From an optimization exercise on the open Yosys and OpenROAD flow, aimed at small area and a short achievable clock period; shortcuts taken in it are not production practice.
RTL that was checked went through simulation tests only; none was proved equivalent to the original.
No functional check of the RTL was part of runs 3 and 4.
Power and IR drop assume default switching activity.

<file path="design/flow/design.v">
module commit_trace_buffer #(
  parameter int DATA_W = 32,
  parameter int REG_W  = 5,
  parameter int DEPTH  = 16,
  parameter int WRAP   = 0,
  parameter int INUM_W = 16
) (
  input  logic                      clk,
  input  logic                      rst,
  input  logic                      retire_valid,
  input  logic [DATA_W-1:0]         retire_pc,
  input  logic                      retire_halt,
  input  logic                      retire_regwrite,
  input  logic [REG_W-1:0]          retire_reg,
  input  logic [DATA_W-1:0]         retire_wdata,
  input  logic                      retire_memwrite,
  input  logic [DATA_W-1:0]         retire_memaddr,
  input  logic [DATA_W-1:0]         retire_memdata,
  output logic                      out_valid,
  input  logic                      out_ready,
  output logic [INUM_W-1:0]         out_inum,
  output logic [DATA_W-1:0]         out_pc,
  output logic [1:0]                out_kind,
  output logic [REG_W-1:0]          out_reg,
  output logic [DATA_W-1:0]         out_value,
  output logic [DATA_W-1:0]         out_addr,
  output logic [$clog2(DEPTH):0]    count,
  output logic                      overflow,
  output logic                      halted
);
  localparam int PTR_W = $clog2(DEPTH);
  localparam int CNT_W = PTR_W + 1;
  localparam logic [CNT_W-1:0] FULL_CNT = CNT_W'(DEPTH);
  localparam logic WRAP_EN = (WRAP != 0);
  localparam logic [1:0] K_NOP = 2'd0, K_REG = 2'd1, K_ST = 2'd2, K_HALT = 2'd3;
  logic [INUM_W-1:0] inum_mem  [DEPTH];
  logic [DATA_W-1:0] pc_mem    [DEPTH];
  logic [1:0]        kind_mem  [DEPTH];
  logic [REG_W-1:0]  reg_mem   [DEPTH];
  logic [DATA_W-1:0] value_mem [DEPTH];
  logic [DATA_W-1:0] addr_mem  [DEPTH];
  logic [PTR_W-1:0] wptr, rptr;
  logic [CNT_W-1:0] cnt;
  logic [INUM_W-1:0] inum_ctr;
  logic             ovf_q, halted_q;
  logic accept, pop, full, write, overwrite, lost, inc;
  logic [1:0] new_kind;
  always_comb begin
    accept    = retire_valid & ~halted_q;
    pop       = (cnt != '0) & out_ready;
    full      = (cnt == FULL_CNT);
    lost      = accept & full & ~pop;
    write     = accept & (~full | pop | WRAP_EN);
    overwrite = lost & WRAP_EN;
    inc       = write & ~overwrite;
    new_kind  = K_NOP;
    if (retire_halt)          new_kind = K_HALT;
    else if (retire_regwrite) new_kind = K_REG;
    else if (retire_memwrite) new_kind = K_ST;
  end
  always_ff @(posedge clk) begin
    if (rst) begin
      wptr     <= '0;
      rptr     <= '0;
      cnt      <= '0;
      inum_ctr <= '0;
      ovf_q    <= 1'b0;
      halted_q <= 1'b0;
    end else begin
      if (accept)               inum_ctr <= inum_ctr + INUM_W'(1);
      if (accept & retire_halt) halted_q <= 1'b1;
      if (lost)                 ovf_q    <= 1'b1;
      if (write)                wptr     <= wptr + PTR_W'(1);
      if (pop | overwrite)      rptr     <= rptr + PTR_W'(1);
      if (inc & ~pop)           cnt      <= cnt + CNT_W'(1);
      else if (pop & ~inc)      cnt      <= cnt - CNT_W'(1);
    end
  end
  always_ff @(posedge clk) begin
    if (write & ~rst) begin
      inum_mem[wptr]  <= inum_ctr;
      pc_mem[wptr]    <= retire_pc;
      kind_mem[wptr]  <= new_kind;
      reg_mem[wptr]   <= retire_reg;
      value_mem[wptr] <= retire_regwrite ? retire_wdata : retire_memdata;
      addr_mem[wptr]  <= retire_memaddr;
    end
  end
  always_comb begin
    out_valid = (cnt != '0);
    out_inum  = inum_mem[rptr];
    out_pc    = pc_mem[rptr];
    out_kind  = kind_mem[rptr];
    out_reg   = reg_mem[rptr];
    out_value = value_mem[rptr];
    out_addr  = addr_mem[rptr];
    count     = cnt;
    overflow  = ovf_q;
    halted    = halted_q;
  end
endmodule
</file>
<file path="design/flow/run.sh">
#!/bin/bash
# synth_recipe.tcl (not shown) runs the flow's synth.tcl, then flattens the netlist and writes it again
# the make line also repeats each setting of config.mk as NAME=value (left out here)
make -C /OpenROAD-flow-scripts/flow DESIGN_CONFIG=/design/flow/config.mk WORK_HOME=/design/flow/orfs CLKGATE_MAP_FILE= SYNTH_SCRIPT=/design/flow/synth_recipe.tcl finish
</file>
<file path="design/flow/config.mk">
export PLATFORM = sky130hd
export DESIGN_NAME = commit_trace_buffer
export DESIGN_NICKNAME = commit_trace_buffer
export VERILOG_FILES = /design/flow/design.v
export SDC_FILE = /design/flow/constraint.sdc
export NUM_CORES = 4
export LEC_CHECK = 0
export CAP_MARGIN = 20
export CORE_MARGIN = 2
export CORE_UTILIZATION = 50
export SLEW_MARGIN = 20
</file>
<file path="design/flow/constraint.sdc">
create_clock -name core_clock -period 5.0 [get_ports {clk}]
set_input_delay 1.0000 -clock core_clock [delete_from_list [all_inputs] [get_ports {clk}]]
set_output_delay 1.0000 -clock core_clock [all_outputs]
set_load 0.01 [all_outputs]
</file>
==> metrics.csv, run 1 <==
metric;value;unit
leakage;25.86;nW
grt_busiest_layer;met2;
synth_area_leader_cell;edfxtp_1;
grt_max_degree;96;
rsz0062_at_grt;no;
dp_worst_setup_slack;1088;ps
status;complete, no violations;
synthFlopType;edfxtp_1;
hp-class;flop to flop;
fin_worst_skew;19.16;ps
drv_cap;0;
max_slew_margin;41.06;%
grt_pass1_wl;250700;um
path_delay_family;buffers and inverters;
drt_first_pass_iters;6;
grtUsageTotal;23.61;%
multi_input_area;14480;um2
async_reset_ff_share;0;%
drc;0;
htree_levels;4;
crit_chain;buf_12, buf_12, mux4_2, a22oi_1, nand2_1, clkdlybuf4s50_1;
cp-end-kind;output pin;
core;145400;um2
arrival;3610;ps
cts.sinks;1939;
drv_slew;0;
required;4000;ps
clock_latency;810;ps
row_count;140;
startpoint_type;flop;
dp_hpwl;86610;um
yosysMostFrequentCell;edfxtp_1;
tritoncts;yes;
slowest_stage;dfxtp_4;
synth.top_cells.by_area;edfxtp_1 (78%), mux4_2 (15%), a22oi_1 (2.4%), dfxtp_1 (0.96%), nand2_1 (0.68%);
path_common_cell;buf_12;
max_stage_delay;610;ps
start_util;50.27;%
tightestPinTransition;884.2;ps
post_cts_buffers;0;
viasPerCell;6.133;
drt_wl_total;173700;um
synth_top_area_share;78.23;%
place.gp.congestion;0.7504;
critPathBufInv;3;
synth_common_cells;edfxtp_1 (1,904), mux4_2 (476), a22oi_1 (238);
wire_per_inst;30.96;um
grt_pass1_vias;36322;
clock_tree.buffer_depth;3;
ant_nets;0;
layout-drive-gt1-share;24.06;%
yosys_warnings;1;
fillers;10351;
seqCellArea;57880;um2
synth.distinct_cells;45;
p_per_area;465.4;nW/um2
avgSynthCellArea;23.23;um2
seq_area_frac_synth;79.18;%
io_buffers;266;
die_width;386.3;um
synth_area;73090;um2
cts.hold.buffers_added;0;
grtUsageMet1;33.59;%
post-route-min-period;4610;ps
setup-violations-final;0;
synth_seq_cells;1939;
dieArea;149300;um2
finalNetCount;3685;
ctsResizeCount;0;
fin_ws;390.3;ps
grtUsageMet3;3.931;%
via_count;34418;
areaGrowthSynthToFinish;15.83;%
grt.overflow.total;0;
cts_buffers;189;
whs;552.3;ps
drt_iter0_drc;3399;
ir_worst_vdd;316.2;uV
die_h;386.3;um
crit_type;flop to output pin;
synth_cells;3146;
use_met2;38.49;%
clk_pin_slew_worst_paths;60;ps
post-route-period-util;92.19;%
path_max_fanout;44;
synth_nets;3297;
antenna_found_initial;8;
boundaryPins;267;
max_freq;216.9;MHz
synth-edff-count;1904;
root_buffer;clkbuf_16;
hold_violations;0;
## worst paths after layout
check / startpoint / to / slack [ps] / cells past startpoint
worst min-delay path: rptr[3]$_SDFFE_PP0N_ / rptr[3]$_SDFFE_PP0N_ / 550 / 2
worst max-delay path: flop / out_inum[10] / 390 / 6
worst min register to register: rptr[3]$_SDFFE_PP0N_ / rptr[3]$_SDFFE_PP0N_ / 550 / 2
worst max register to register: cnt[0]$_SDFFE_PP0P_ / cnt[4]$_SDFFE_PP0P_ / 1870 / 9
## registers in the layout (all words and copies together) (netlist names), 5 cells and up, named ones only
name / flops
inum_mem: 256
kind_mem: 32
value_mem: 512
pc_mem: 512
inum_ctr: 16
addr_mem: 512
reg_mem: 80
cnt: 5
## final cells by class
type	instances	area share, %
inverters	8	0.03547
flip-flops and latches	1939	68.37
well taps	1917	2.833
clock inverters	98	0.8572
clock buffers	245	5.959
diodes	9	0.02660
repair buffers	366	4.809
multi-input cells	1030	17.11
## power by group
| part | total [mW] | switching [mW] | internal, mW |
|---|---|---|---|
| sequential | 18.2 | 0.175 | 18.1 |
| combinational | 7.84 | 3.68 | 4.16 |
| clock | 13.3 | 5.86 | 7.47 |
| total | 39.4 | 9.72 | 29.7 |
## metal layers
layer / wire, um / share of wire (%)
met4: 3578 / 2.1
met3: 10920 / 6.3
met5: 12 / 0.0069
met2: 86460 / 50
met1: 72750 / 42
## through the flow
| stage | total power [mW] | utilization, % | setup TNS (ps) | cell area [um2] | instances |
|---|---|---|---|---|---|
| 2_1_floorplan | 23.90 | - | -290920 | 73130 | 3146 |
| 3_3_place_gp | 26.46 | 54.25 | 0 | 78870 | 5260 |
| 4_1_cts | 39.86 | 58.21 | 0 | 84640 | 5603 |
| 5_1_grt | 40.92 | 58.22 | 0 | 84640 | 5605 |
| 3_5_place_dp | 26.58 | 54.25 | 0 | 78870 | 5260 |
| 6_report | 39.40 | 58.23 | 0 | 84660 | 5612 |
## worst register-to-register path: cells and delay by family (launching register included)
family                   cells  cell delay, ps
flip-flops                   1             390
buffers and inverters        1             150
AND/OR/NAND/NOR              1             650
adder cells (fa/ha/maj)      2             610
AO/OA/AOI/OAI                4             870
multiplexers                 1             360
## placed cells by master (no fill, tap or decap), drive strengths merged, types with 2 or more instances in the layout
| cell | count |
|---|---|
| edfxtp | 1904 |
| xnor2 | 7 |
| nor3 | 2 |
| xor2 | 10 |
| a21oi | 10 |
| a21o | 2 |
| diode | 9 |
| mux4 | 476 |
| a31o | 2 |
| ha | 10 |
| nor2 | 52 |
| o211ai | 2 |
| dfxtp | 35 |
| nand2 | 132 |
| nand4 | 5 |
| clkdlybuf4s50 | 265 |
| a31oi | 2 |
| nand3 | 10 |
| nand2b | 2 |
| a22oi | 238 |
| or3 | 4 |
| bufinv | 7 |
| o21ai | 2 |
| and3 | 2 |
| clkinv | 82 |
| mux2 | 35 |
| mux2i | 3 |
| inv | 16 |
| clkbuf | 245 |
| and2 | 3 |
| nor4 | 3 |
| nor2b | 6 |
| buf | 101 |
## cells by family (layout without fill, tap and decap cells)
| group | after synthesis | after routing | synth area share (%) |
|---|---|---|---|
| adders and majority gates | 11 | 11 | 0.1986 |
| muxes | 514 | 514 | 15.25 |
| xor gates and xnor gates | 17 | 17 | 0.2037 |
| AOI/OAI and AO/OA | 261 | 261 | 2.648 |
| and+or+nand+nor | 227 | 227 | 1.320 |
| other | 0 | 9 | 0 |
| buffers and inverters | 177 | 717 | 1.198 |
| DFF | 1939 | 1939 | 79.18 |
==> run 2: changes to the inputs <==
==> design/flow/design.v (replaced) <==
module commit_trace_buffer #(
  parameter int DATA_W = 32,
  parameter int REG_W  = 5,
  parameter int DEPTH  = 16,
  parameter int WRAP   = 0,
  parameter int INUM_W = 16
) (
  input  logic                      clk,
  input  logic                      rst,
  input  logic                      retire_valid,
  input  logic [DATA_W-1:0]         retire_pc,
  input  logic                      retire_halt,
  input  logic                      retire_regwrite,
  input  logic [REG_W-1:0]          retire_reg,
  input  logic [DATA_W-1:0]         retire_wdata,
  input  logic                      retire_memwrite,
  input  logic [DATA_W-1:0]         retire_memaddr,
  input  logic [DATA_W-1:0]         retire_memdata,
  output logic                      out_valid,
  input  logic                      out_ready,
  output logic [INUM_W-1:0]         out_inum,
  output logic [DATA_W-1:0]         out_pc,
  output logic [1:0]                out_kind,
  output logic [REG_W-1:0]          out_reg,
  output logic [DATA_W-1:0]         out_value,
  output logic [DATA_W-1:0]         out_addr,
  output logic [$clog2(DEPTH):0]    count,
  output logic                      overflow,
  output logic                      halted
);
  localparam int CNT_W = $clog2(DEPTH) + 1;
  localparam int MD    = DEPTH - 1;                        
  localparam int W     = INUM_W + DATA_W + 2 + 2 * DATA_W;  
  localparam logic [CNT_W-1:0] FULL_CNT = CNT_W'(DEPTH);
  logic [W-1:0]      mem [MD];
  logic [W-1:0]      head;
  logic [MD-1:0]     wp, rp;           
  logic [CNT_W-1:0]  cnt;
  logic              valid_q;          
  logic              mne_q;            
  logic              full_q;           
  logic [INUM_W-1:0] inum_ctr;
  logic              ovf_q, halted_q;
  logic              accept, pop, store, to_mem, mem_pop, head_ld, mem_we;
  logic [1:0]        new_kind;
  logic [W-1:0]      new_entry, mem_rd;
  logic [CNT_W-1:0]  cnt_nx;
  always_comb begin
    accept   = retire_valid & ~halted_q;
    pop      = valid_q & out_ready;
    store    = accept & (~full_q | out_ready);
    to_mem   = store & (mne_q | (valid_q & ~out_ready));
    mem_pop  = pop & mne_q;
    head_ld  = ~valid_q | out_ready;
    mem_we   = ~full_q | (out_ready & accept);
    new_kind = retire_halt ? 2'd3 : retire_regwrite ? 2'd1 : retire_memwrite ? 2'd2 : 2'd0;
    new_entry = {inum_ctr, retire_pc, new_kind,
                 retire_regwrite ? retire_wdata : retire_memdata,
                 retire_regwrite ? DATA_W'(retire_reg) : retire_memaddr};
    mem_rd = '0;
    for (int i = 0; i < MD; i++) mem_rd = mem_rd | ({W{rp[i]}} & mem[i]);
    cnt_nx = cnt + CNT_W'(store) - CNT_W'(pop);
  end
  always_ff @(posedge clk) begin
    if (rst) begin
      wp       <= MD'(1);
      rp       <= MD'(1);
      cnt      <= '0;
      valid_q  <= 1'b0;
      mne_q    <= 1'b0;
      full_q   <= 1'b0;
      inum_ctr <= '0;
      ovf_q    <= 1'b0;
      halted_q <= 1'b0;
    end else begin
      if (accept)                      inum_ctr <= inum_ctr + INUM_W'(1);
      if (accept & retire_halt)        halted_q <= 1'b1;
      if (accept & full_q & ~out_ready) ovf_q   <= 1'b1;
      if (to_mem)                      wp       <= {wp[MD-2:0], wp[MD-1]};
      if (mem_pop)                     rp       <= {rp[MD-2:0], rp[MD-1]};
      cnt     <= cnt_nx;
      valid_q <= (cnt_nx != '0);
      mne_q   <= (cnt_nx > CNT_W'(1));
      full_q  <= (cnt_nx == FULL_CNT);
    end
  end
  always_ff @(posedge clk) begin
    for (int i = 0; i < MD; i++)
      if (wp[i] & mem_we) mem[i] <= new_entry;
    if (head_ld) head <= mne_q ? mem_rd : new_entry;
  end
  assign {out_inum, out_pc, out_kind, out_value, out_addr} = head;
  assign out_reg   = head[REG_W-1:0];
  assign out_valid = valid_q;
  assign count     = cnt;
  assign overflow  = ovf_q;
  assign halted    = halted_q;
endmodule
==> run 2 against run 1 <==
  * Still clean
  * Register-to-register slack better by 520 ps
  * Largest power group unchanged
  * Largest cell class unchanged
  * Final cell count is 4.9% higher
  * Synthesized area decreased by 6.9%
  * Critical path type is now primary input to flop
==> metrics.csv, run 2 <==
metric;value;unit
r2r_start;rp[10]$_SDFFE_PP0P_;
timing.setup.tns;0;ps
drt_iter0_drc;4309;
swShare;24.60;%
rr_endpoint;head[107]$_DFFE_PN_;
switchingPower;9.186;mW
synth_top_area_share;80.48;%
totalPowerFinal;37.34;mW
startpoint_type;primary input;
ir_worst_vdd;334.7;uV
max_freq;331.0;MHz
synth_nets;3799;
row_count;135;
dieArea;139100;um2
post-route-period-util;60.41;%
p_per_area;471.9;nW/um2
hp-class;flop to flop;
hold_path_startpoint;wp[0]$_SDFFE_PP1P_;
drt_wl_total;188600;um
post_cts_buffers;0;
dp_hpwl;94200;um
finalNetCount;4098;
wire_per_inst;32.03;um
final_common_cell;edfxtp_1;
synth_area;68050;um2
grt_pass1_vias;37690;
r2r_cells;4;
clk_pin_slew_worst_paths;60;ps
tritoncts;yes;
ant_nets;0;
seq_area_frac_synth;82.13;%
cp-end-kind;flop;
cts.sinks;1880;
boundaryPins;267;
min_to;wp[0]$_SDFFE_PP1P_;
grt_pass1_wl;271400;um
arrival;3460;ps
via_count;37780;
yosysMostFrequentCell;edfxtp_1;
cts.hold.buffers_added;0;
setup-violations-final;0;
synth_cells;3652;
largest_register;mem;
areaGrowthSynthToFinish;16.26;%
synth_common_cells;edfxtp_1 (1,824), a22oi_1 (342), a221oi_1 (228), a22o_1 (228), nand2_1 (150);
drv_slew;0;
async_reset_ff_share;0;%
leakage;25.09;nW
drt_first_pass_iters;5;
drc;0;
place.gp.congestion;0.7629;
post-route-min-period;3021;ps
root_buffer;clkbuf_16;
fin_worst_skew;45.31;ps
synth-edff-count;1824;
largest_register_ffs;1710;
io_buffers;266;
max_slew_margin;24.09;%
synth_area_leader_cell;edfxtp_1;
synth_seq_cells;1880;
cts_buffers;185;
avgSynthCellArea;18.63;um2
r2r_setup_slack;2390;ps
synth.top_cells.by_area;edfxtp_1 (80%), a22oi_1 (3.8%), a221oi_1 (2.9%), a22o_1 (2.9%), dfxtp_1 (1.6%);
reg_top3;mem (1710), head (114), inum_ctr (16);
path_max_fanout;21;
internal_power;28.15;mW
viasPerCell;6.416;
yosys_warnings;2;
start_util;50.30;%
layout_common_cells;edfxtp_1 (1,824), a22oi_1 (342), clkdlybuf4s50_1 (264);
layout-drive-gt1-share;10.25;%
antenna_found_initial;1;
die_width;372.9;um
required;5440;ps
core;135300;um2
clockPowerShare;35.5;%
power_frac_seq;51.7;%
grt_max_degree;99;
crit_type;primary input to flop;
htree_levels;4;
synthFlopType;edfxtp_1;
status;complete, no violations;
tightestPinTransition;1136;ps
synth.distinct_cells;48;
die_h;372.9;um
whs_path_depth;1;
drv_cap;0;
hold_violations;0;
clock_tree.buffer_depth;3;
rsz0062_at_grt;no;
grtUsageTotal;26.94;%
ctsResizeCount;0;
clock_latency;830;ps
grt.overflow.total;0;
pwr-share-comb;12.8;%
run 2: cell count changes after synthesis, sizes merged, moves of 104 or more:
cell / before / now
nand3: 10 / 118
nand4: 5 / 117
a22oi: 238 / 342
a22o: 0 / 228
a221oi: 0 / 228
o22a: 0 / 114
mux4: 476 / 0
run 2: critical path, cell delays in order:
cell	delay [ps]
clkdlybuf4s50_1	530
nor2b_1	140
buf_4	170
nand2_1	140
nand2_1	430
and2_4	520
buf_4	500
run 2: worst max path at each step:
stage                  from                     to  slack (ps)  cells past startpoint
6_report       retire_valid  mem[5][111]$_DFFE_PP_        1980                      7
2_1_floorplan  retire_valid   mem[14][0]$_DFFE_PP_          60                      4
5_1_grt           out_ready     valid_q$_SDFF_PP0_        1870                     12
4_1_cts        retire_valid  mem[11][96]$_DFFE_PP_        2000                      7
3_5_place_dp   retire_valid  mem[11][12]$_DFFE_PP_        1140                      7
3_3_place_gp   retire_valid     valid_q$_SDFF_PP0_        1210                     13
run 2: area by class of cell:
type                            count  area [um2]
Inverter                           15       61.31
Fill cell                        9969       56180
Clock buffer                      249        4936
Antenna cell                        1       2.502
Multi-Input combinational cell   1512       11150
Timing Repair Buffer              357        3964
Sequential cell                  1880       55950
Clock inverter                     93       823.3
Tap cell                         1781        2228
run 2: cells by family after synthesis:
kind of cell             after synthesis  share of synthesized area [%]
adder cells (fa/ha/maj)                7                         0.1397
XOR/XNOR                              15                         0.1930
buffers and inverters                260                          1.601
AO/OA/AOI/OAI                        943                          11.38
multiplexers                          54                         0.8696
flip-flops                          1880                          82.13
AND/OR/NAND/NOR                      493                          3.681
run 2: power groups by stage:
stage	clock network [mW]	registers (mW)	logic (mW)
floorplan	0	19.6	2.20
global placement	0	19.6	4.79
detailed placement	0	19.6	4.79
CTS	13.4	19.3	4.83
global route	14.0	19.4	5.11
finish	13.3	19.3	4.78
run 2: per-stage QoR:
step / worst slack [ps] / hold slack [ps] / area [um2] / utilization (%) / instances
after floorplan: 58.80 / 449.1 / 68060 / - / 3652
after global placement: 1212 / 477.8 / 73320 / 54.19 / 5545
after detailed placement: 1143 / 482.4 / 73330 / 54.20 / 5545
after CTS: 1995 / 496.1 / 79090 / 58.45 / 5887
after global routing: 1870 / 518.4 / 79120 / 58.48 / 5887
final: 1979 / 503.3 / 79120 / 58.48 / 5888
run 2: layer usage:
layer  part of all wire, %  track usage [%]  vias up
li1                      -                -    15919
met1                    41            37.66    19787
met2                    49            44.61     1826
met3                   7.6            3.986      246
met4                   2.1            6.949        2
met5                0.0037                0        -
==> run 3: changes to the inputs <==
--- a/design/flow/design.v
+++ b/design/flow/design.v
@@ -34,40 +34,43 @@
   localparam logic [CNT_W-1:0] FULL_CNT = CNT_W'(DEPTH);
   logic [W-1:0]      mem [MD];
   logic [W-1:0]      head;
-  logic [MD-1:0]     wp, rp;           
+  logic [MD-1:0]     wp;               
+  logic [MD:0]       rs;               
   logic [CNT_W-1:0]  cnt;
   logic              valid_q;          
-  logic              mne_q;            
   logic              full_q;           
   logic [INUM_W-1:0] inum_ctr;
   logic              ovf_q, halted_q;
   logic              accept, pop, store, to_mem, mem_pop, head_ld, mem_we;
   logic [1:0]        new_kind;
-  logic [W-1:0]      new_entry, mem_rd;
+  logic [W-1:0]      new_entry, head_nx;
+  logic [MD-1:0]     rp, rp_nx, wp_nx;
   logic [CNT_W-1:0]  cnt_nx;
   always_comb begin
     accept   = retire_valid & ~halted_q;
     pop      = valid_q & out_ready;
     store    = accept & (~full_q | out_ready);
-    to_mem   = store & (mne_q | (valid_q & ~out_ready));
-    mem_pop  = pop & mne_q;
+    to_mem   = store & (~rs[MD] | (valid_q & ~out_ready));
+    mem_pop  = pop & ~rs[MD];
     head_ld  = ~valid_q | out_ready;
     mem_we   = ~full_q | (out_ready & accept);
     new_kind = retire_halt ? 2'd3 : retire_regwrite ? 2'd1 : retire_memwrite ? 2'd2 : 2'd0;
     new_entry = {inum_ctr, retire_pc, new_kind,
                  retire_regwrite ? retire_wdata : retire_memdata,
                  retire_regwrite ? DATA_W'(retire_reg) : retire_memaddr};
-    mem_rd = '0;
-    for (int i = 0; i < MD; i++) mem_rd = mem_rd | ({W{rp[i]}} & mem[i]);
+    head_nx = {W{rs[MD]}} & new_entry;
+    for (int i = 0; i < MD; i++) head_nx = head_nx | ({W{rs[i]}} & mem[i]);
     cnt_nx = cnt + CNT_W'(store) - CNT_W'(pop);
+    rp     = rs[MD] ? wp : rs[MD-1:0];
+    rp_nx  = mem_pop ? {rp[MD-2:0], rp[MD-1]} : rp;
+    wp_nx  = to_mem  ? {wp[MD-2:0], wp[MD-1]} : wp;
   end
   always_ff @(posedge clk) begin
     if (rst) begin
       wp       <= MD'(1);
-      rp       <= MD'(1);
+      rs       <= {1'b1, MD'(0)};
       cnt      <= '0;
       valid_q  <= 1'b0;
-      mne_q    <= 1'b0;
       full_q   <= 1'b0;
       inum_ctr <= '0;
       ovf_q    <= 1'b0;
@@ -76,18 +79,17 @@
       if (accept)                      inum_ctr <= inum_ctr + INUM_W'(1);
       if (accept & retire_halt)        halted_q <= 1'b1;
       if (accept & full_q & ~out_ready) ovf_q   <= 1'b1;
-      if (to_mem)                      wp       <= {wp[MD-2:0], wp[MD-1]};
-      if (mem_pop)                     rp       <= {rp[MD-2:0], rp[MD-1]};
+      wp      <= wp_nx;
+      rs      <= (cnt_nx > CNT_W'(1)) ? {1'b0, rp_nx} : {1'b1, MD'(0)};
       cnt     <= cnt_nx;
       valid_q <= (cnt_nx != '0);
-      mne_q   <= (cnt_nx > CNT_W'(1));
       full_q  <= (cnt_nx == FULL_CNT);
     end
   end
   always_ff @(posedge clk) begin
     for (int i = 0; i < MD; i++)
       if (wp[i] & mem_we) mem[i] <= new_entry;
-    if (head_ld) head <= mne_q ? mem_rd : new_entry;
+    if (head_ld) head <= head_nx;
   end
   assign {out_inum, out_pc, out_kind, out_value, out_addr} = head;
   assign out_reg   = head[REG_W-1:0];
==> run 3 against run 2 <==
  * Still clean on timing, DRC and antenna
  * Fmax decreased by 15%
  * Non-clock buffer count grew 33
  * Global-route usage increased by 0.34 points
  * Synthesized area is 0.90% lower
  * First-iteration DRC count is 16% higher
  * Flip-flop and latch count unchanged
  * Die area fell by 0.89%
  * Final cell count fell by 2.5%
  * Routed wire length down 0.11%
  * Synthesized cell count shrank 4.8%
  * Clock skew is 11 ps lower
  * Cell area decreased by 0.36%
  * Critical path type unchanged
  * Largest cell class unchanged
  * Largest power group unchanged
==> metrics.csv, run 3 <==
metric;value;unit
status;complete, no violations;
htree_levels;4;
m1WireLength;79390;um
wl_met2;87910;um
clk_pin_slew_worst_paths;60;ps
cp-end-kind;flop;
fin_area;78830;um2
dp_worst_setup_slack;609.4;ps
synth.top_cells.by_area;edfxtp_1 (81%), a22oi_1 (3.6%), a221oi_1 (3.0%), a22o_1 (3.0%), dfxtp_1 (1.7%);
synth-edff-count;1824;
clock_latency;810;ps
drv_cap;0;
seqCellArea;55950;um2
core;133600;um2
antenna_found_initial;7;
clock_tree.buffer_depth;3;
multi_input_area;10650;um2
hp-class;flop to flop;
synth_cells;3475;
yosys_warnings;2;
timing.setup.tns;0;ps
crit_type;primary input to flop;
wire_per_inst;32.83;um
layout_common_cells;edfxtp_1 (1,824), a22oi_1 (320), clkdlybuf4s50_1 (264);
reg_top3;mem (1710), head (114);
synth_common_cells;edfxtp_1 (1,824), a22oi_1 (320), a221oi_1 (230), a22o_1 (230), clkbuf_1 (179);
seq_area_frac_synth;82.88;%
hold_violations;0;
synth.distinct_cells;44;
ant_nets;0;
root_buffer;clkbuf_16;
async_reset_ff_share;0;%
grt_max_degree;79;
startpoint_type;primary input;
drt_iter0_drc;4996;
post-route-period-util;71.33;%
tritoncts;yes;
p_per_area;467.3;nW/um2
wl_met3;17170;um
grt_pass1_vias;37296;
fin_worst_skew;34.49;ps
cts.hold.buffers_added;0;
synth_top_area_share;81.22;%
tightestPinTransition;1153;ps
largest_register;mem;
max_slew_margin;22.99;%
cts.sinks;1880;
synth_nets;3622;
grtUsageTotal;27.28;%
finalNetCount;3967;
synth_seq_cells;1880;
dieArea;137800;um2
grt_pass1_wl;269100;um
layout-drive-gt1-share;11.67;%
highest_layer;met5;
setup-violations-final;0;
avgSynthCellArea;19.41;um2
grt.overflow.total;0;
synth_area_leader_cell;edfxtp_1;
fin_ws;1433;ps
io_buffers;266;
fillers;9691;
dp_hpwl;98010;um
drt_first_pass_iters;8;
via_count;37730;
die_h;371.3;um
drv_slew;0;
die_width;371.3;um
start_util;50.47;%
row_count;134;
drc;0;
viasPerCell;6.575;
post-route-min-period;3567;ps
synth_area;67440;um2
path_max_fanout;16;
areaGrowthSynthToFinish;16.90;%
drt_wl_total;188400;um
yosysMostFrequentCell;edfxtp_1;
max_freq;280.4;MHz
arrival;4210;ps
place.gp.congestion;0.7827;
required;5650;ps
final_common_cell;edfxtp_1;
boundaryPins;267;
leakage;25.24;nW
largest_register_ffs;1710;
cts_buffers;186;
ir_worst_vdd;347.3;uV
placed_cell_area;73110;um2
ctsResizeCount;0;
synthFlopType;edfxtp_1;
rsz0062_at_grt;no;
post_cts_buffers;0;
## run 3: cell families (layout without fill, tap and decap cells)
| group | count (synthesis) | count (layout) | synth area share (%) |
|---|---|---|---|
| flip-flops | 1880 | 1880 | 82.88 |
| AO/OA/AOI/OAI | 927 | 927 | 11.34 |
| AND/OR/NAND/NOR | 319 | 319 | 2.677 |
| buffers and inverters | 243 | 735 | 1.416 |
| multiplexers | 85 | 85 | 1.364 |
| XOR/XNOR | 14 | 14 | 0.1818 |
| adder cells (fa/ha/maj) | 7 | 7 | 0.1410 |
| other | 0 | 3 | 0 |
## run 3: stage by stage
stage	util (%)	total power, mW	std cells	hold slack, ps
2_1_floorplan	-	21.35	3475	471.9
5_1_grt	58.99	37.96	5737	521.4
3_5_place_dp	54.71	23.97	5400	468.3
3_3_place_gp	54.71	23.96	5400	492.3
6_report	59.00	36.84	5738	491.4
4_1_cts	58.98	37.03	5735	494.8
## run 3: final timing paths
kind / startpoint / endpoint / slack, ps / cells after the start
setup reg to reg: halted_q$_SDFFE_PP0P_ / rs[2]$_SDFF_PP0_ / 1830 / 11
hold / removal: ovf_q$_SDFFE_PP0P_ / ovf_q$_SDFFE_PP0P_ / 490 / 2
setup / recovery: retire_valid / rs[2]$_SDFF_PP0_ / 1430 / 12
hold reg to reg: ovf_q$_SDFFE_PP0P_ / ovf_q$_SDFFE_PP0P_ / 490 / 2
## run 3: cell type report
type                            instances  share of cell area [%]
Sequential cell                      1880                   70.98
Multi-Input combinational cell       1352                   13.51
Clock buffer                          246                   6.269
Timing Repair Buffer                  390                   5.422
Tap cell                             1768                   2.806
Clock inverter                         89                  0.9554
Inverter                               10                 0.04761
Antenna cell                            3                0.009523
## run 3: report_power, final
part	total (mW)	switching, mW	internal, mW
sequential	19.2	0.564	18.6
clock	13.2	5.78	7.41
combinational	4.48	2.62	1.86
total	36.8	8.97	27.9
## run 3: routing by layer
layer | global-route usage, % | vias up
li1 | - | 15591
met1 | 41.15 | 19780
met2 | 41.86 | 2097
met3 | 4.049 | 258
met4 | 7.256 | 4
met5 | 0 | -
## run 3: critical path: stages
cell,delay [ps]
clkdlybuf4s50_1,550
nor2b_1,440
nand2b_1,130
ha_1,300
inv_1,40
ha_1,200
fa_1,480
xor2_1,210
a2111o_1,420
a22oi_2,130
buf_4,240
nor3_1,80
==> run 4: changes to the inputs <==
--- a/design/flow/config.mk
+++ b/design/flow/config.mk
@@ -8,4 +8,5 @@
 export CAP_MARGIN = 20
 export CORE_MARGIN = 2
 export CORE_UTILIZATION = 50
+export SETUP_SLACK_MARGIN = 2.8
 export SLEW_MARGIN = 20
==> run 4 against run 3 <==
  * Highest routed layer unchanged
  * Core utilization is 0.62 points higher
  * Final cell count increased by 1.6%
  * Sequential share of layout area decreased by 0.69 points
  * Via count up 2.2%
  * Die area stayed put
  * First-iteration DRC count increased by 7.9%
  * Cell area increased by 1.0%
==> metrics.csv, run 4 <==
metric;value;unit
synthFlopType;edfxtp_1;
max_freq;384.7;MHz
layout_common_cells;edfxtp_1 (1,824), a22oi_1 (320), a22o_1 (230);
grt_max_degree;61;
pwr-share-comb;12.1;%
cp-end-kind;flop;
whs_path_depth;2;
finalNetCount;4050;
seq_area_frac_synth;82.88;%
hp-class;flop to flop;
clockPowerShare;35.9;%
synth_cells;3475;
final_util;59.61;%
required;5650;ps
min_to;ovf_q$_SDFFE_PP0P_;
synth-edff-count;1824;
largest_register_ffs;1710;
row_count;134;
r2r_setup_slack;2420;ps
hold_violations;0;
areaGrowthSynthToFinish;18.12;%
tritoncts;yes;
synth_area_leader_cell;edfxtp_1;
final_common_cell;edfxtp_1;
hold_path_startpoint;ovf_q$_SDFFE_PP0P_;
cts.hold.buffers_added;0;
internal_power;27.55;mW
synth_seq_cells;1880;
ant_nets;0;
grt.overflow.total;0;
grt_pass1_vias;37501;
drv_cap;0;
clock_latency;820;ps
boundaryPins;267;
synth_top_area_share;81.22;%
drt_wl_total;200300;um
io_buffers;266;
status;complete, no violations;
largest_register;mem;
synth_area;67440;um2
drt_first_pass_iters;8;
drt_iter0_drc;5392;
avgSynthCellArea;19.41;um2
swShare;24.92;%
start_util;50.47;%
drv_slew;0;
leakage;26.03;nW
totalPowerFinal;36.69;mW
setup-violations-final;0;
root_buffer;clkbuf_16;
place.gp.congestion;0.7717;
yosys_warnings;2;
synth_nets;3622;
grt_pass1_wl;280400;um
die_h;371.3;um
switchingPower;9.142;mW
drc;0;
p_per_area;460.6;nW/um2
max_slew_margin;22.21;%
clock_tree.buffer_depth;3;
rr_endpoint;rs[1]$_SDFF_PP0_;
fillers;9706;
viasPerCell;6.617;
r2r_start;full_q$_SDFF_PP0_;
wire_per_inst;34.37;um
antenna_found_initial;8;
grtUsageTotal;28.76;%
synth.top_cells.by_area;edfxtp_1 (81%), a22oi_1 (3.6%), a221oi_1 (3.0%), a22o_1 (3.0%), dfxtp_1 (1.7%);
timing.setup.tns;0;ps
power_frac_seq;52.0;%
synth.distinct_cells;44;
fin_worst_skew;28.80;ps
post-route-min-period;2600;ps
r2r_cells;11;
cts_buffers;183;
crit_type;primary input to flop;
reg_top3;mem (1710), head (114);
clk_pin_slew_worst_paths;60;ps
dieArea;137800;um2
yosysMostFrequentCell;edfxtp_1;
arrival;3250;ps
core;133600;um2
ir_worst_vdd;328.1;uV
cts.sinks;1880;
via_count;38572;
htree_levels;4;
async_reset_ff_share;0;%
post-route-period-util;51.99;%
tightestPinTransition;1164;ps
rsz0062_at_grt;yes;
dp_hpwl;94880;um
die_width;371.3;um
synth_common_cells;edfxtp_1 (1,824), a22oi_1 (320), a221oi_1 (230), a22o_1 (230), clkbuf_1 (179);
layout-drive-gt1-share;17.93;%
path_max_fanout;8;
startpoint_type;primary input;
-- run 4: final cells by class --
cell class                      count  area, um2  share of cell area, %
Clock buffer                      237       4843                  6.080
Antenna cell                        6      15.01                0.01885
Sequential cell                  1880      55980                  70.28
Tap cell                         1768       2212                  2.777
Inverter                           10      37.54                0.04712
Timing Repair Buffer              461       4715                  5.919
Clock inverter                    100      820.8                  1.030
Multi-Input combinational cell   1367      11030                  13.84
-- run 4: cell families after synthesis --
logic type,synth area share [%]
xor gates and xnor gates,0.1818
buffers and inverters,1.416
and+or+nand+nor,2.677
AOI/OAI and AO/OA,11.34
muxes,1.364
DFF,82.88
adders and majority gates,0.1410
-- run 4: worst max path at each step --
stage / startpoint / end / depth (start not counted) / slack, ps
final: retire_valid / rs[1]$_SDFF_PP0_ / 12 / 2400
after global routing: full_q$_SDFF_PP0_ / rs[1]$_SDFF_PP0_ / 11 / 2320
after CTS: head[65]$_DFFE_PN_ / out_kind[1] / 1 / 2440
after global placement: retire_valid / rs[4]$_SDFF_PP0_ / 11 / 930
after detailed placement: retire_valid / rs[8]$_SDFF_PP0_ / 11 / 890
after floorplan: retire_valid / rs[10]$_SDFF_PP0_ / 11 / 1760
-- run 4: power by group through the flow --
stage                     Clock (mW)  Combinational (mW)  Sequential, mW
final                           13.2                4.44            19.1
after global routing            13.9                4.70            19.2
after CTS                       13.3                4.29            19.1
after detailed placement           0                4.41            19.5
after global placement             0                4.39            19.4
after floorplan                    0                1.92            19.4
-- run 4: stage by stage --
| step | setup WS (ps) | std cells | hold slack, ps | area (um2) |
|---|---|---|---|---|
| 6_report | 2400 | 5829 | 502.2 | 79660 |
| 5_1_grt | 2318 | 5823 | 503.1 | 79640 |
| 4_1_cts | 2437 | 5796 | 465.4 | 79150 |
| 3_5_place_dp | 887.4 | 5389 | 480.9 | 72880 |
| 3_3_place_gp | 927.6 | 5389 | 471.6 | 72880 |
| 2_1_floorplan | 1763 | 3475 | 482.2 | 67630 |
-- run 4: layer usage --
metal	vias up	global-route usage, %	routed length, um
met1	20313	40.61	80410
met5	-	0	116
met3	304	4.936	18250
li1	15779	-	-
met4	12	8.315	5473
met2	2164	46.37	96070
-- run 4: critical path, stage by stage --
cell and delay (ps):
buf_2 130, nor2b_4 190, nand2b_4 70, ha_4 260, inv_2 40, ha_4 150
fa_2 410, xor2_2 180, a2111o_1 310, a22oi_2 250, buf_6 210, nor3_1 60
-- run 4: what timing repair did --
action | in CTS | in global routing
gates resized for setup | 603 | 34
setup endpoints to repair | 2049 | 482
pin swaps | 30 | 10
endpoints found under the hold margin | 0 | 0
setup buffers | 52 | 22
cloned | 18 | 5
==> run 5: changes to the inputs <==
--- a/design/flow/design.v
+++ b/design/flow/design.v
@@ -45,7 +45,9 @@
   logic [1:0]        new_kind;
   logic [W-1:0]      new_entry, head_nx;
   logic [MD-1:0]     rp, rp_nx, wp_nx;
+  logic [MD:0]       hsel;
   logic [CNT_W-1:0]  cnt_nx;
+  logic              inc, dec, valid_nx, mne_nx, full_nx;
   always_comb begin
     accept   = retire_valid & ~halted_q;
     pop      = valid_q & out_ready;
@@ -58,9 +60,15 @@
     new_entry = {inum_ctr, retire_pc, new_kind,
                  retire_regwrite ? retire_wdata : retire_memdata,
                  retire_regwrite ? DATA_W'(retire_reg) : retire_memaddr};
-    head_nx = {W{rs[MD]}} & new_entry;
-    for (int i = 0; i < MD; i++) head_nx = head_nx | ({W{rs[i]}} & mem[i]);
-    cnt_nx = cnt + CNT_W'(store) - CNT_W'(pop);
+    hsel    = {rs[MD:0] & {(MD+1){head_ld}}};
+    head_nx = ({W{~head_ld}} & head) | ({W{hsel[MD]}} & new_entry);
+    for (int i = 0; i < MD; i++) head_nx = head_nx | ({W{hsel[i]}} & mem[i]);
+    inc      = store & ~pop;
+    dec      = pop & ~store;
+    cnt_nx   = inc ? cnt + CNT_W'(1) : dec ? cnt - CNT_W'(1) : cnt;
+    valid_nx = inc | (dec ? (cnt != CNT_W'(1)) : valid_q);
+    mne_nx   = inc ? valid_q : dec ? (cnt > CNT_W'(2)) : ~rs[MD];
+    full_nx  = inc ? (cnt == FULL_CNT - CNT_W'(1)) : (full_q & ~dec);
     rp     = rs[MD] ? wp : rs[MD-1:0];
     rp_nx  = mem_pop ? {rp[MD-2:0], rp[MD-1]} : rp;
     wp_nx  = to_mem  ? {wp[MD-2:0], wp[MD-1]} : wp;
@@ -80,16 +88,16 @@
       if (accept & retire_halt)        halted_q <= 1'b1;
       if (accept & full_q & ~out_ready) ovf_q   <= 1'b1;
       wp      <= wp_nx;
-      rs      <= (cnt_nx > CNT_W'(1)) ? {1'b0, rp_nx} : {1'b1, MD'(0)};
+      rs      <= mne_nx ? {1'b0, rp_nx} : {1'b1, MD'(0)};
       cnt     <= cnt_nx;
-      valid_q <= (cnt_nx != '0);
-      full_q  <= (cnt_nx == FULL_CNT);
+      valid_q <= valid_nx;
+      full_q  <= full_nx;
     end
   end
   always_ff @(posedge clk) begin
     for (int i = 0; i < MD; i++)
       if (wp[i] & mem_we) mem[i] <= new_entry;
-    if (head_ld) head <= head_nx;
+    head <= head_nx;
   end
   assign {out_inum, out_pc, out_kind, out_value, out_addr} = head;
   assign out_reg   = head[REG_W-1:0];
==> run 5 against run 4 <==
  * Cell area grew 1.3%
  * Worst hold slack lost 11 ps
  * Fmax grew 11%
  * Total power shrank 9.9%
  * Combinational power shrank 65%
  * Critical endpoint is now out_value[31]
==> metrics.csv, run 5 <==
metric;value;unit
synth_cells;3739;
path_max_fanout;2;
rsz0062_at_grt;yes;
row_count;134;
grtUsageTotal;29.49;%
max_slew_margin;21.73;%
synthFlopType;edfxtp_1;
drv_cap;0;
tritoncts;yes;
post-route-min-period;2348;ps
hold_path_startpoint;head[20]$_DFF_P_;
cts_buffers;185;
synth_area;67670;um2
layout_common_cells;edfxtp_1 (1,710), a22oi_1 (354), a22o_1 (232), a221oi_1 (232), clkbuf_16 (194);
synth.distinct_cells;49;
seqCellArea;55100;um2
boundaryPins;267;
r2r_start;rs[14]$_SDFF_PP0_;
fin_worst_skew;27.84;ps
grt_pass1_wl;289000;um
avgSynthCellArea;18.10;um2
drt_wl_total;206000;um
timing.setup.tns;0;ps
antenna_found_initial;3;
rr_endpoint;head[16]$_DFF_P_;
dieArea;138300;um2
async_reset_ff_share;0;%
min_to;head[20]$_DFF_P_;
synth-edff-count;1710;
largest_register_ffs;1710;
grt_max_degree;94;
max_freq;425.9;MHz
hp-class;flop to flop;
dp_worst_setup_slack;1222;ps
status;complete, no violations;
tightestPinTransition;1174;ps
critPathBufInv;1;
wire_per_inst;33.95;um
finalNetCount;4287;
multi_input_area;12070;um2
ant_nets;0;
dp_hpwl;101300;um
startpoint_type;flop;
die_width;371.9;um
required;4000;ps
leakage;26.22;nW
drv_slew;0;
die_h;371.9;um
core;134000;um2
fin_area;80710;um2
synth_area_leader_cell;edfxtp_1;
setup-violations-final;0;
slowest_stage;dfxtp_4;
via_count;39932;
reg_top3;mem (1710), head (114);
final_util;60.25;%
synth_top_area_share;75.88;%
hold_violations;0;
fillers;9709;
fin_ws;2652;ps
layout-drive-gt1-share;20.04;%
largest_register;mem;
seq_area_frac_synth;80.91;%
synth_nets;3887;
totalPowerFinal;33.07;mW
place.gp.congestion;0.7855;
arrival;1350;ps
drc;0;
cts.sinks;1880;
r2r_setup_slack;2690;ps
post-route-period-util;46.96;%
max_stage_delay;410;ps
io_buffers;266;
placed_cell_area;72880;um2
root_buffer;clkbuf_16;
drt_first_pass_iters;5;
synth_common_cells;edfxtp_1 (1,710), a22oi_1 (354), a221oi_1 (232), a22o_1 (232), dfxtp_1 (170);
cts.hold.buffers_added;0;
yosys_warnings;2;
r2r_cells;3;
clock_latency;820;ps
drt_iter0_drc;5353;
synth.top_cells.by_area;edfxtp_1 (76%), dfxtp_1 (5.0%), a22oi_1 (3.9%), a221oi_1 (3.0%), a22o_1 (3.0%);
htree_levels;4;
synth_seq_cells;1880;
ir_worst_vdd;336.3;uV
areaGrowthSynthToFinish;19.27;%
p_per_area;409.7;nW/um2
final_common_cell;edfxtp_1;
yosysMostFrequentCell;edfxtp_1;
clk_pin_slew_worst_paths;60;ps
cp-end-kind;output pin;
grt.overflow.total;0;
start_util;50.51;%
grt_pass1_vias;38515;
path_delay_family;flip-flops;
clock_tree.buffer_depth;3;
crit_type;flop to output pin;
viasPerCell;6.581;
crit_chain;buf_6;
whs_path_depth;2;
-- run 5: cell count changes in the layout (fill, tap and decap cells not counted), moves of 66 or more --
cell      change
dfxtp_2      +66
nand2_1      +69
buf_2       -112
buf_6       +109
edfxtp_1    -114
nor2_1       +91
-- run 5: timing repair --
action | in CTS | in global routing
pin swaps | 13 | 2
buffers inserted | 63 | 21
endpoints found under the hold margin | 0 | 0
endpoints found under the setup margin | 1961 | 316
resized for setup | 865 | 21
gates cloned | 10 | 4
-- run 5: metal layers --
layer  part of all wire [%]  vias to the layer above  track usage, %
met5                 0.0034                        -               0
met4                    2.3                        2           7.762
met3                    8.9                      276           4.745
met2                     48                     2161           47.09
met1                     41                    21029           42.50
li1                       -                    16464               -
-- run 5: worst max path at each step --
stage	endpoint	startpoint	cells after the start	slack (ps)
global route	out_inum[6]	head[104]$_DFF_P_	1	2620
CTS	out_valid	valid_q$_SDFF_PP0_	1	2550
global placement	mem[10][17]$_DFFE_PP_	out_ready	6	1240
finish	out_value[31]	head[63]$_DFF_P_	1	2650
detailed placement	mem[10][17]$_DFFE_PP_	out_ready	6	1220
floorplan	mem[1][0]$_DFFE_PP_	retire_valid	5	2240
-- run 5: per-stage QoR --
step / cells / hold slack, ps
6_report: 6068 / 490.8
5_1_grt: 6066 / 507.9
4_1_cts: 6040 / 487.8
3_5_place_dp: 5622 / 480.3
3_3_place_gp: 5622 / 476.8
2_1_floorplan: 3739 / 480.6
-- run 5: report_power, final --
group | internal [mW] | switching (mW) | leakage, nW | total (mW)
sequential | 17.5 | 0.249 | 17.1 | 17.7
clock | 7.90 | 5.86 | 2.96 | 13.8
combinational | 0.701 | 0.872 | 6.15 | 1.57
-- run 5: cell type report --
type | count | area share [%]
Clock inverter | 105 | 1.144
Multi-Input combinational cell | 1600 | 14.95
Inverter | 9 | 0.04186
Tap cell | 1768 | 2.741
Sequential cell | 1880 | 68.27
Clock buffer | 240 | 6.310
Antenna cell | 3 | 0.009302
Timing Repair Buffer | 463 | 6.530
-- run 5: cell families (layout without fill, tap and decap cells) --
| logic type | Yosys count | in the layout | share of synthesized area, % |
|---|---|---|---|
| multiplexers | 83 | 83 | 1.326 |
| AO/OA/AOI/OAI | 1047 | 1047 | 12.51 |
| buffers and inverters | 268 | 817 | 1.673 |
| adder cells (fa/ha/maj) | 8 | 8 | 0.1479 |
| other | 0 | 3 | 0 |
| AND/OR/NAND/NOR | 438 | 447 | 3.239 |
| flip-flops | 1880 | 1880 | 80.91 |
| XOR/XNOR | 15 | 15 | 0.1941 |
==> run 6: changes to the inputs <==
==> design/flow/flow/run.sh (new file) <==
#!/bin/bash
# The standard layout, with smaller port buffers and a shallower clock tree.
set -euo pipefail
bash standard.sh \
  "BUFFER_PORTS_ARGS=-buffer_cell sky130_fd_sc_hd__buf_2" \
  "CTS_ARGS=-sink_clustering_enable -repair_clock_nets -dont_use_dummy_load -buf_list sky130_fd_sc_hd__clkbuf_8 -sink_clustering_size 20 -sink_clustering_max_diameter 60" \
  finish > standard.log 2>&1
==> design/flow/standard.sh (new file) <==
#!/bin/bash
# synth_recipe.tcl (not shown) runs the flow's synth.tcl, then flattens the netlist and writes it again
# the make line also repeats each setting of config.mk as NAME=value (left out here)
make -C /OpenROAD-flow-scripts/flow DESIGN_CONFIG=/design/flow/config.mk WORK_HOME=/design/flow/orfs CLKGATE_MAP_FILE= SYNTH_SCRIPT=/design/flow/synth_recipe.tcl "${@:-finish}"
removed: design/flow/run.sh
==> run 6 against run 5 <==
  * First-iteration DRC count shrank 2.1%
  * Non-clock buffer count is 47 lower
  * Core utilization shrank 3.9 points
  * Critical path type unchanged
  * Clock power fell by 49%
  * Clock-buffer cell count shrank 106
  * Critical path depth is the same
==> metrics.csv, run 6 <==
metric;value;unit
status;complete, no violations;
synth-edff-count;1710;
core;134000;um2
grt_pass1_wl;282100;um
async_reset_ff_share;0;%
finalNetCount;4196;
drt_iter0_drc;5238;
clk_pin_slew_worst_paths;110;ps
timing.setup.tns;0;ps
synth_area_leader_cell;edfxtp_1;
dp_worst_setup_slack;1649;ps
synth_area;67670;um2
synth.distinct_cells;49;
layout_common_cells;edfxtp_1 (1,710), a22oi_1 (354), a22o_1 (232), a221oi_1 (232), buf_2 (139);
cts.hold.buffers_added;0;
seq_area_frac_synth;80.91;%
largest_register_ffs;1710;
synth_cells;3739;
synthFlopType;edfxtp_1;
yosysMostFrequentCell;edfxtp_1;
antenna_found_initial;9;
die_h;371.9;um
clock_latency;920;ps
tightestPinTransition;1062;ps
dp_hpwl;93380;um
synth_seq_cells;1880;
drv_slew;0;
root_buffer;clkbuf_8;
post-route-min-period;2462;ps
startpoint_type;flop;
post-route-period-util;49.24;%
fillers;10288;
synth.top_cells.by_area;edfxtp_1 (76%), dfxtp_1 (5.0%), a22oi_1 (3.9%), a221oi_1 (3.0%), a22o_1 (3.0%);
areaGrowthSynthToFinish;11.47;%
p_per_area;347.6;nW/um2
start_util;50.51;%
via_count;38974;
max_stage_delay;400;ps
path_max_fanout;2;
worstSetupStartpoint;head[110]$_DFF_P_;
place.gp.congestion;0.7699;
grt_max_degree;111;
fin_worst_skew;91.43;ps
boundaryPins;267;
io_buffers;266;
setup-violations-final;0;
drv_cap;0;
max_freq;406.1;MHz
critPathBufInv;1;
crit_chain;buf_2;
synth_nets;3887;
layout-drive-gt1-share;20.09;%
grt_pass1_vias;37326;
ant_nets;0;
wire_per_inst;34.87;um
r2r_setup_slack;2770;ps
seqCellArea;55130;um2
r2r_start;halted_q$_SDFFE_PP0P_;
hp-class;primary input to flop;
grt.overflow.total;0;
viasPerCell;6.698;
slowest_stage;dfxtp_4;
ir_worst_vdd;168.0;uV
hold_violations;0;
cts.sinks;1880;
reg_top3;mem (1710), head (114);
crit_type;flop to output pin;
yosys_warnings;2;
drt_first_pass_iters;7;
synth_common_cells;edfxtp_1 (1,710), a22oi_1 (354), a221oi_1 (232), a22o_1 (232), dfxtp_1 (170);
required;4000;ps
hold_path_startpoint;retire_valid;
cp-end-kind;output pin;
path_delay_family;flip-flops;
drc;0;
multi_input_area;12070;um2
row_count;134;
leakage;23.99;nW
synth_top_area_share;75.88;%
die_width;371.9;um
clock_tree.buffer_depth;3;
arrival;1460;ps
largest_register;mem;
tritoncts;yes;
drt_wl_total;202900;um
dieArea;138300;um2
avgSynthCellArea;18.10;um2
rsz0062_at_grt;yes;
cts_buffers;134;
htree_levels;4;
grtUsageTotal;28.98;%
fin_ws;2538;ps
max_slew_margin;29.04;%
final_common_cell;edfxtp_1;
-- run 6: cell families after synthesis --
family                   after synthesis  synth area share (%)
AO/OA/AOI/OAI                       1047                 12.51
XOR/XNOR                              15                0.1941
adder cells (fa/ha/maj)                8                0.1479
buffers and inverters                268                 1.673
flip-flops                          1880                 80.91
multiplexers                          83                 1.326
AND/OR/NAND/NOR                      438                 3.239
-- run 6: path summary, 6_finish.rpt --
path,depth (start not counted),endpoint
setup / recovery,1,out_inum[12]
hold / removal,3,halted_q$_SDFFE_PP0P_
hold reg to reg,2,ovf_q$_SDFFE_PP0P_
setup reg to reg,5,mem[2][106]$_DFFE_PP_
-- run 6: power breakdown --
group / leakage, nW / switching [mW] / total, mW / internal, mW
logic: 5.91 / 0.848 / 1.47 / 0.627
registers: 17.1 / 0.269 / 17.7 / 17.5
clock network: 0.963 / 4.60 / 7.01 / 2.42
total: 24.0 / 5.71 / 26.2 / 20.5
-- run 6: layer usage --
metal  global-route usage [%]  wire (um)
met2                    45.92      96080
met5                        0          0
met3                    5.306      19150
met1                    41.49      82600
met4                    8.026       5074
-- run 6: metrics by stage --
step / instances / instance area [um2] / power (mW) / util [%] / hold WS, ps
floorplan: 3739 / 67800 / 18.56 / - / 480.6
CTS: 5803 / 75260 / 26.28 / 56.18 / 315.4
global route: 5817 / 75430 / 26.96 / 56.31 / 393.9
global placement: 5589 / 71310 / 19.21 / 53.24 / 465.8
detailed placement: 5589 / 71310 / 19.24 / 53.24 / 462.4
finish: 5819 / 75430 / 26.22 / 56.31 / 407.3
-- run 6: what timing repair did --
item	4_1_cts	5_1_grt
cloned	16	2
pin swaps	15	1
endpoints found under the setup margin	1468	178
gates resized for setup	334	16
setup buffers	64	9
hold endpoints to repair	0	0
-- run 6: cell type report --
type | count | area share [%]
diodes | 5 | 0.01659
clock buffers | 134 | 2.445
inverters | 9 | 0.04479
multi-input cells | 1607 | 16.00
flip-flops and latches | 1880 | 73.08
well taps | 1768 | 2.933
repair buffers | 416 | 5.484
==> run 7: changes to the inputs <==
==> design/flow/flow/run.sh (replaced) <==
#!/bin/bash
# The standard layout (the standard.sh), with buf_2 port buffers and a clock tree of
# larger sink clusters without dummy loads. All tool output goes to standard.log
# here and to ORFS's per-step logs under orfs/logs/.
set -euo pipefail
bash standard.sh \
  "BUFFER_PORTS_ARGS=-buffer_cell sky130_fd_sc_hd__buf_2" \
  "CTS_ARGS=-sink_clustering_enable -repair_clock_nets -dont_use_dummy_load -buf_list sky130_fd_sc_hd__clkbuf_16 -sink_clustering_size 20 -sink_clustering_max_diameter 60" \
  finish > standard.log 2>&1
--- a/design/flow/config.mk
+++ b/design/flow/config.mk
@@ -8,5 +8,5 @@
 export CAP_MARGIN = 20
 export CORE_MARGIN = 2
 export CORE_UTILIZATION = 50
-export SETUP_SLACK_MARGIN = 2.8
+export SETUP_SLACK_MARGIN = 2.7
 export SLEW_MARGIN = 20
==> run 7 against run 6 <==
  * Still clean on timing, DRC and antenna
  * Combinational power is 8% lower
  * Sequential power hardly changed
  * Global-route usage is 0.43 points lower
  * Final cell count is 0.52% lower
  * Core utilization is 0.44 points higher
  * Routed wire length is 1.0% lower
  * Flip-flop and latch count stayed put
  * Synthesized cell count stayed put
  * Critical path type unchanged
==> metrics.csv, run 7 <==
metric;value;unit
synth-edff-count;1710;
status;complete, no violations;
clockPowerShare;33.2;%
cp-end-kind;output pin;
reg_top3;mem (1710), head (114);
avgSynthCellArea;18.10;um2
grt_pass1_wl;280300;um
core;134000;um2
timing.setup.tns;0;ps
synthFlopType;edfxtp_1;
path_max_fanout;2;
die_width;371.9;um
htree_levels;4;
swShare;20.90;%
async_reset_ff_share;0;%
clock_latency;770;ps
grt.overflow.total;0;
drv_slew;0;
crit_chain;buf_6;
ir_worst_vdd;205.1;uV
io_buffers;266;
setup-violations-final;0;
startpoint_type;flop;
synth.distinct_cells;49;
synth_seq_cells;1880;
slowest_stage;dfxtp_4;
clock_tree.buffer_depth;3;
synth_area_leader_cell;edfxtp_1;
drv_cap;0;
areaGrowthSynthToFinish;12.35;%
largest_register;mem;
viasPerCell;6.771;
wire_per_inst;34.69;um
tightestPinTransition;1172;ps
row_count;134;
hold_violations;0;
cts.sinks;1880;
switchingPower;5.967;mW
cts_buffers;130;
rsz0062_at_grt;yes;
drt_wl_total;200800;um
dp_hpwl;91390;um
grtUsageMet1;41.48;%
seq_area_frac_synth;80.91;%
max_slew_margin;21.72;%
cts.hold.buffers_added;0;
grtUsageMet3;4.482;%
grtUsageTotal;28.55;%
arrival;1320;ps
place.gp.congestion;0.7553;
hp-class;flop to flop;
via_count;39196;
layout-drive-gt1-share;18.35;%
final_common_cell;edfxtp_1;
dieArea;138300;um2
die_h;371.9;um
hold_path_startpoint;head[24]$_DFF_P_;
path_delay_family;flip-flops;
finalNetCount;4171;
ant_nets;0;
crit_type;flop to output pin;
synth.top_cells.by_area;edfxtp_1 (76%), dfxtp_1 (5.0%), a22oi_1 (3.9%), a221oi_1 (3.0%), a22o_1 (3.0%);
drt_first_pass_iters;6;
antenna_cells;0;
power_frac_seq;62.0;%
use_met2;45.34;%
p_per_area;375.5;nW/um2
drc;0;
max_freq;431.7;MHz
root_buffer;clkbuf_16;
largest_register_ffs;1710;
yosysMostFrequentCell;edfxtp_1;
post-route-period-util;46.33;%
placed_cell_area;71260;um2
synth_top_area_share;75.88;%
leakage;24.33;nW
synth_area;67670;um2
grt_max_degree;156;
boundaryPins;267;
grt_busiest_layer;met2;
grt_pass1_vias;37712;
internal_power;22.58;mW
r2r_start;halted_q$_SDFFE_PP0P_;
worstSetupStartpoint;head[65]$_DFF_P_;
synth_common_cells;edfxtp_1 (1,710), a22oi_1 (354), a221oi_1 (232), a22o_1 (232), dfxtp_1 (170);
critPathBufInv;1;
fin_worst_skew;57.09;ps
start_util;50.51;%
drt_iter0_drc;5310;
layout_common_cells;edfxtp_1 (1,710), a22oi_1 (354), a22o_1 (232), a221oi_1 (232), buf_2 (203);
tritoncts;yes;
required;4000;ps
synth_nets;3887;
clk_pin_slew_worst_paths;80;ps
fin_area;76030;um2
synth_cells;3739;
max_stage_delay;420;ps
antenna_found_initial;9;
yosys_warnings;2;
pwr-share-comb;4.7;%
post-route-min-period;2316;ps
## run 7: cell types whose count changed in the layout (fill, tap and decap cells not counted), moves of 30 or more
| cell | before | now |
|---|---|---|
| buf_2 | 139 | 203 |
| clkbuf_16 | 0 | 131 |
| buf_6 | 136 | 64 |
| dfxtp_1 | 25 | 55 |
| clkbuf_8 | 134 | 0 |
## run 7: worst paths after layout
check	depth (start not counted)	slack, ps	end
hold reg to reg	2	480	head[24]$_DFF_P_
hold / removal	2	480	head[24]$_DFF_P_
setup / recovery	1	2680	out_kind[1]
setup reg to reg	4	2750	mem[14][108]$_DFFE_PP_
## run 7: timing repair
item,in CTS,in global routing
buffers inserted,47,8
cloned,14,2
gates resized for setup,220,8
endpoints found under the setup margin,1251,166
pin swaps,13,3
## run 7: stage by stage
step | std cells | total power [mW] | hold WS (ps) | util, % | setup slack (ps)
floorplan | 3739 | 18.55 | 480.6 | - | 2235
global route | 5789 | 29.30 | 499.8 | 56.75 | 2616
global placement | 5588 | 19.20 | 474.2 | 53.19 | 1710
finish | 5789 | 28.55 | 483.4 | 56.75 | 2684
detailed placement | 5588 | 19.23 | 477.6 | 53.19 | 1694
CTS | 5779 | 28.62 | 485.4 | 56.62 | 2638
## run 7: logic make-up after synthesis
kind of cell / count (synthesis) / share of synthesized area (%)
compound gates: 1047 / 12.51
xor+xnor: 15 / 0.1941
fa+ha+maj: 8 / 0.1479
buf+inv: 268 / 1.673
flops: 1880 / 80.91
mux: 83 / 1.326
simple gates: 438 / 3.239
## run 7: layer usage
metal  routed length [um]  up-vias
li1                     -    16079
met1                82790    20682
met2                94330     2142
met3                18290      287
met4                 5381        6
met5                   33        -
## run 7: worst register-to-register path: cells and delay by family, from the launching register on
family | cells | cell delay, ps
and+or+nand+nor | 4 | 1520
DFF | 1 | 350
## run 7: cell type report
class                   count  area (um2)
flip-flops and latches   1880       55050
multi-input cells        1605       11980
repair buffers            397        3493
fillers                 10137       57930
well taps                1768        2212
clock buffers             130        3253
inverters                   9       33.78
## run 7: power groups by stage
stage	logic (mW)	clock network (mW)	registers, mW
floorplan	0.582	0	18.0
global placement	1.17	0	18.0
detailed placement	1.20	0	18.0
CTS	1.32	9.59	17.7
global route	1.45	10.1	17.7
finish	1.35	9.49	17.7
==> run 8: changes to the inputs <==
--- a/design/flow/config.mk
+++ b/design/flow/config.mk
@@ -7,6 +7,6 @@
 export LEC_CHECK = 0
 export CAP_MARGIN = 20
 export CORE_MARGIN = 2
-export CORE_UTILIZATION = 50
+export CORE_UTILIZATION = 65
 export SETUP_SLACK_MARGIN = 2.7
 export SLEW_MARGIN = 20
==> run 8 against run 7 <==
  * Critical path type is now primary input to flop
  * Sequential share of layout area rose by 0.85 points
  * Sequential power barely moved
  * Critical path depth grew 5
  * Core utilization increased by 16 points
==> metrics.csv, run 8 <==
metric;value;unit
drc;0;
hold_path_startpoint;head[43]$_DFF_P_;
synthFlopType;edfxtp_1;
viasPerCell;7.363;
synth_nets;3887;
r2r_cells;5;
rr_endpoint;head[69]$_DFF_P_;
wire_per_inst;36.49;um
io_buffers;266;
drv_slew;0;
die_h;326.7;um
path_max_fanout;46;
layout-drive-gt1-share;17.61;%
swShare;20.60;%
reg_top3;mem (1710), head (114);
via_count;39707;
switchingPower;5.849;mW
synth_area_leader_cell;edfxtp_1;
row_count;118;
synth.distinct_cells;49;
start_util;65.48;%
grt_pass1_vias;38594;
die_width;326.7;um
grt_max_degree;115;
hp-class;flop to flop;
clk_pin_slew_worst_paths;70;ps
yosys_warnings;2;
cts_buffers;131;
drt_first_pass_iters;10;
p_per_area;378.4;nW/um2
place.gp.congestion;0.8031;
synth_common_cells;edfxtp_1 (1,710), a22oi_1 (354), a221oi_1 (232), a22o_1 (232), dfxtp_1 (170);
grtUsageTotal;35.87;%
ir_worst_vdd;291.9;uV
hold_violations;0;
async_reset_ff_share;0;%
drt_iter0_drc;6312;
synth_top_area_share;75.88;%
tritoncts;yes;
clock_tree.buffer_depth;3;
dp_worst_setup_slack;1666;ps
final_common_cell;edfxtp_1;
max_slew_margin;23.27;%
timing.setup.tns;0;ps
power_frac_seq;62.3;%
rsz0062_at_grt;yes;
required;5620;ps
largest_register;mem;
startpoint_type;primary input;
leakage;24.16;nW
drv_cap;0;
r2r_setup_slack;2730;ps
status;complete, no violations;
min_to;head[43]$_DFF_P_;
synth.top_cells.by_area;edfxtp_1 (76%), dfxtp_1 (5.0%), a22oi_1 (3.9%), a221oi_1 (3.0%), a22o_1 (3.0%);
grt.overflow.total;0;
post-route-period-util;47.50;%
fin_worst_skew;51.31;ps
dieArea;106700;um2
internal_power;22.55;mW
cts.sinks;1880;
areaGrowthSynthToFinish;10.88;%
antenna_found_initial;6;
layout_common_cells;edfxtp_1 (1,710), a22oi_1 (354), buf_2 (246);
synth-edff-count;1710;
yosysMostFrequentCell;edfxtp_1;
pwr-share-comb;4.6;%
setup-violations-final;0;
drt_wl_total;196800;um
fin_ws;2625;ps
r2r_start;rs[6]$_SDFF_PP0_;
dp_hpwl;91520;um
clock_latency;760;ps
finalNetCount;4159;
avgSynthCellArea;18.10;um2
cp-end-kind;flop;
largest_register_ffs;1710;
whs_path_depth;1;
synth_seq_cells;1880;
seq_area_frac_synth;80.91;%
ant_nets;0;
crit_type;primary input to flop;
arrival;3000;ps
grt_pass1_wl;272100;um
core;103300;um2
boundaryPins;267;
clockPowerShare;33.1;%
htree_levels;4;
max_freq;421.1;MHz
synth_area;67670;um2
synth_cells;3739;
root_buffer;clkbuf_16;
tightestPinTransition;1149;ps
post-route-min-period;2375;ps
## run 8: worst max-delay path: stages
cell	delay, ps
buf_2	180
nand2b_4	680
buf_4	580
nand3_1	170
nor3_1	230
a21oi_1	90
## run 8: per-stage QoR
step | power, mW | hold WS (ps) | util [%] | instances | area (um2)
6_report | 28.39 | 484.8 | 72.60 | 5393 | 75040
5_1_grt | 29.05 | 499.9 | 72.60 | 5391 | 75030
4_1_cts | 28.40 | 486.0 | 72.18 | 5357 | 74600
3_5_place_dp | 19.22 | 468.9 | 68.41 | 5198 | 70700
3_3_place_gp | 19.16 | 471.4 | 68.40 | 5198 | 70690
2_1_floorplan | 18.55 | 480.6 | - | 3739 | 67750
## run 8: layout make-up
class,count,area [um2]
Sequential cell,1880,54970
Clock buffer,131,3278
Tap cell,1380,1727
Multi-Input combinational cell,1609,12040
Fill cell,6288,28310
Antenna cell,4,10.01
Inverter,9,33.78
Timing Repair Buffer,380,2973
## run 8: worst max path at each step
stage,slack (ps),endpoint,start,depth (start not counted)
floorplan,2240,mem[1][0]$_DFFE_PP_,retire_valid,5
global placement,1700,mem[13][45]$_DFFE_PP_,retire_valid,6
detailed placement,1670,mem[13][49]$_DFFE_PP_,retire_valid,6
CTS,2460,mem[3][1]$_DFFE_PP_,full_q$_SDFF_PP0_,5
global route,2590,head[63]$_DFF_P_,out_ready,6
finish,2630,head[63]$_DFF_P_,out_ready,6
## run 8: cell families after synthesis
family                     Yosys count  share of synthesized area [%]
DFF                               1880                          80.91
AOI/OAI and AO/OA                 1047                          12.51
and+or+nand+nor                    438                          3.239
buffers and inverters              268                          1.673
muxes                               83                          1.326
xor gates and xnor gates            15                         0.1941
adders and majority gates            8                         0.1479
## run 8: repair_timing
| item | CTS | global route |
|---|---|---|
| pin swaps | 12 | 9 |
| buffers inserted | 19 | 21 |
| cloned | 9 | 10 |
| hold buffers | 0 | 0 |
| resized for setup | 128 | 26 |
| setup endpoints to repair | 1076 | 980 |
## run 8: power by group through the flow
stage / sequential, mW / clock [mW] / combinational, mW
after floorplan: 18.0 / 0 / 0.582
after global placement: 18.0 / 0 / 1.15
after detailed placement: 18.0 / 0 / 1.20
after CTS: 17.7 / 9.44 / 1.27
after global routing: 17.7 / 9.96 / 1.39
final: 17.7 / 9.40 / 1.31
## run 8: routing by layer
metal  vias to the layer above  track usage (%)  part of all wire, %
li1                      16067                -                    -
met1                     20374            51.59                   37
met2                      2927            55.72                   47
met3                       335            7.815                   12
met4                         4            11.66                  2.8
met5                         -                0                0.014

re-timing with driven ports:
No port has a modelled driver above. Below, the same layouts with a new extraction and two added sets of constraints. Step 1 (the two cells are an assumption about what drives the block):
set clk [get_ports {clk}]
set_driving_cell -lib_cell sky130_fd_sc_hd__clkbuf_16 $clk
set_driving_cell -lib_cell sky130_fd_sc_hd__buf_2 [delete_from_list [all_inputs] $clk]
Step 2, shift: input delay + t, output delay - t, t = (earliest + latest rising clock arrival at the registers) / 2. This alone moves slack from input paths to output paths. Three values: no drivers, after step 1, after step 2; two values: the first two.
| run | t, ns | setup WS [ns] | hold WS [ns] | worst data-port slew with drivers (ns) |
|---|---|---|---|---|
| run 1 | 0.875 | 0.390 / 0.318 / 1.054 | 0.552 / 0.552 / 0.552 | 0.15 |
| run 2 | 0.886 | 1.979 / 1.995 / 1.147 | 0.503 / 0.503 / 0.503 | 0.10 |
| run 3 | 0.879 | 1.433 / 1.493 / 0.614 | 0.491 / 0.491 / 0.491 | 0.16 |
| run 4 | 0.885 | 2.400 / 2.414 / 1.578 | 0.502 / 0.456 / 0.502 | 0.12 |
| run 5 | 0.882 | 2.652 / 2.575 / 1.963 | 0.491 / 0.491 / 0.491 | 0.13 |
| run 6 | 0.948 | 2.538 / 2.466 / 1.844 | 0.407 / 0.362 / 0.487 | 0.11 |
| run 7 | 0.826 | 2.684 / 2.608 / 1.989 | 0.483 / 0.483 / 0.483 | 0.11 |
| run 8 | 0.810 | 2.625 / 2.649 / 1.861 | 0.485 / 0.485 / 0.485 | 0.11 |
After both steps setup and hold are still met in every run listed. The setup slack of run 2, which loses most, moves by +0.016 ns with the drivers and by -0.832 ns with both steps.
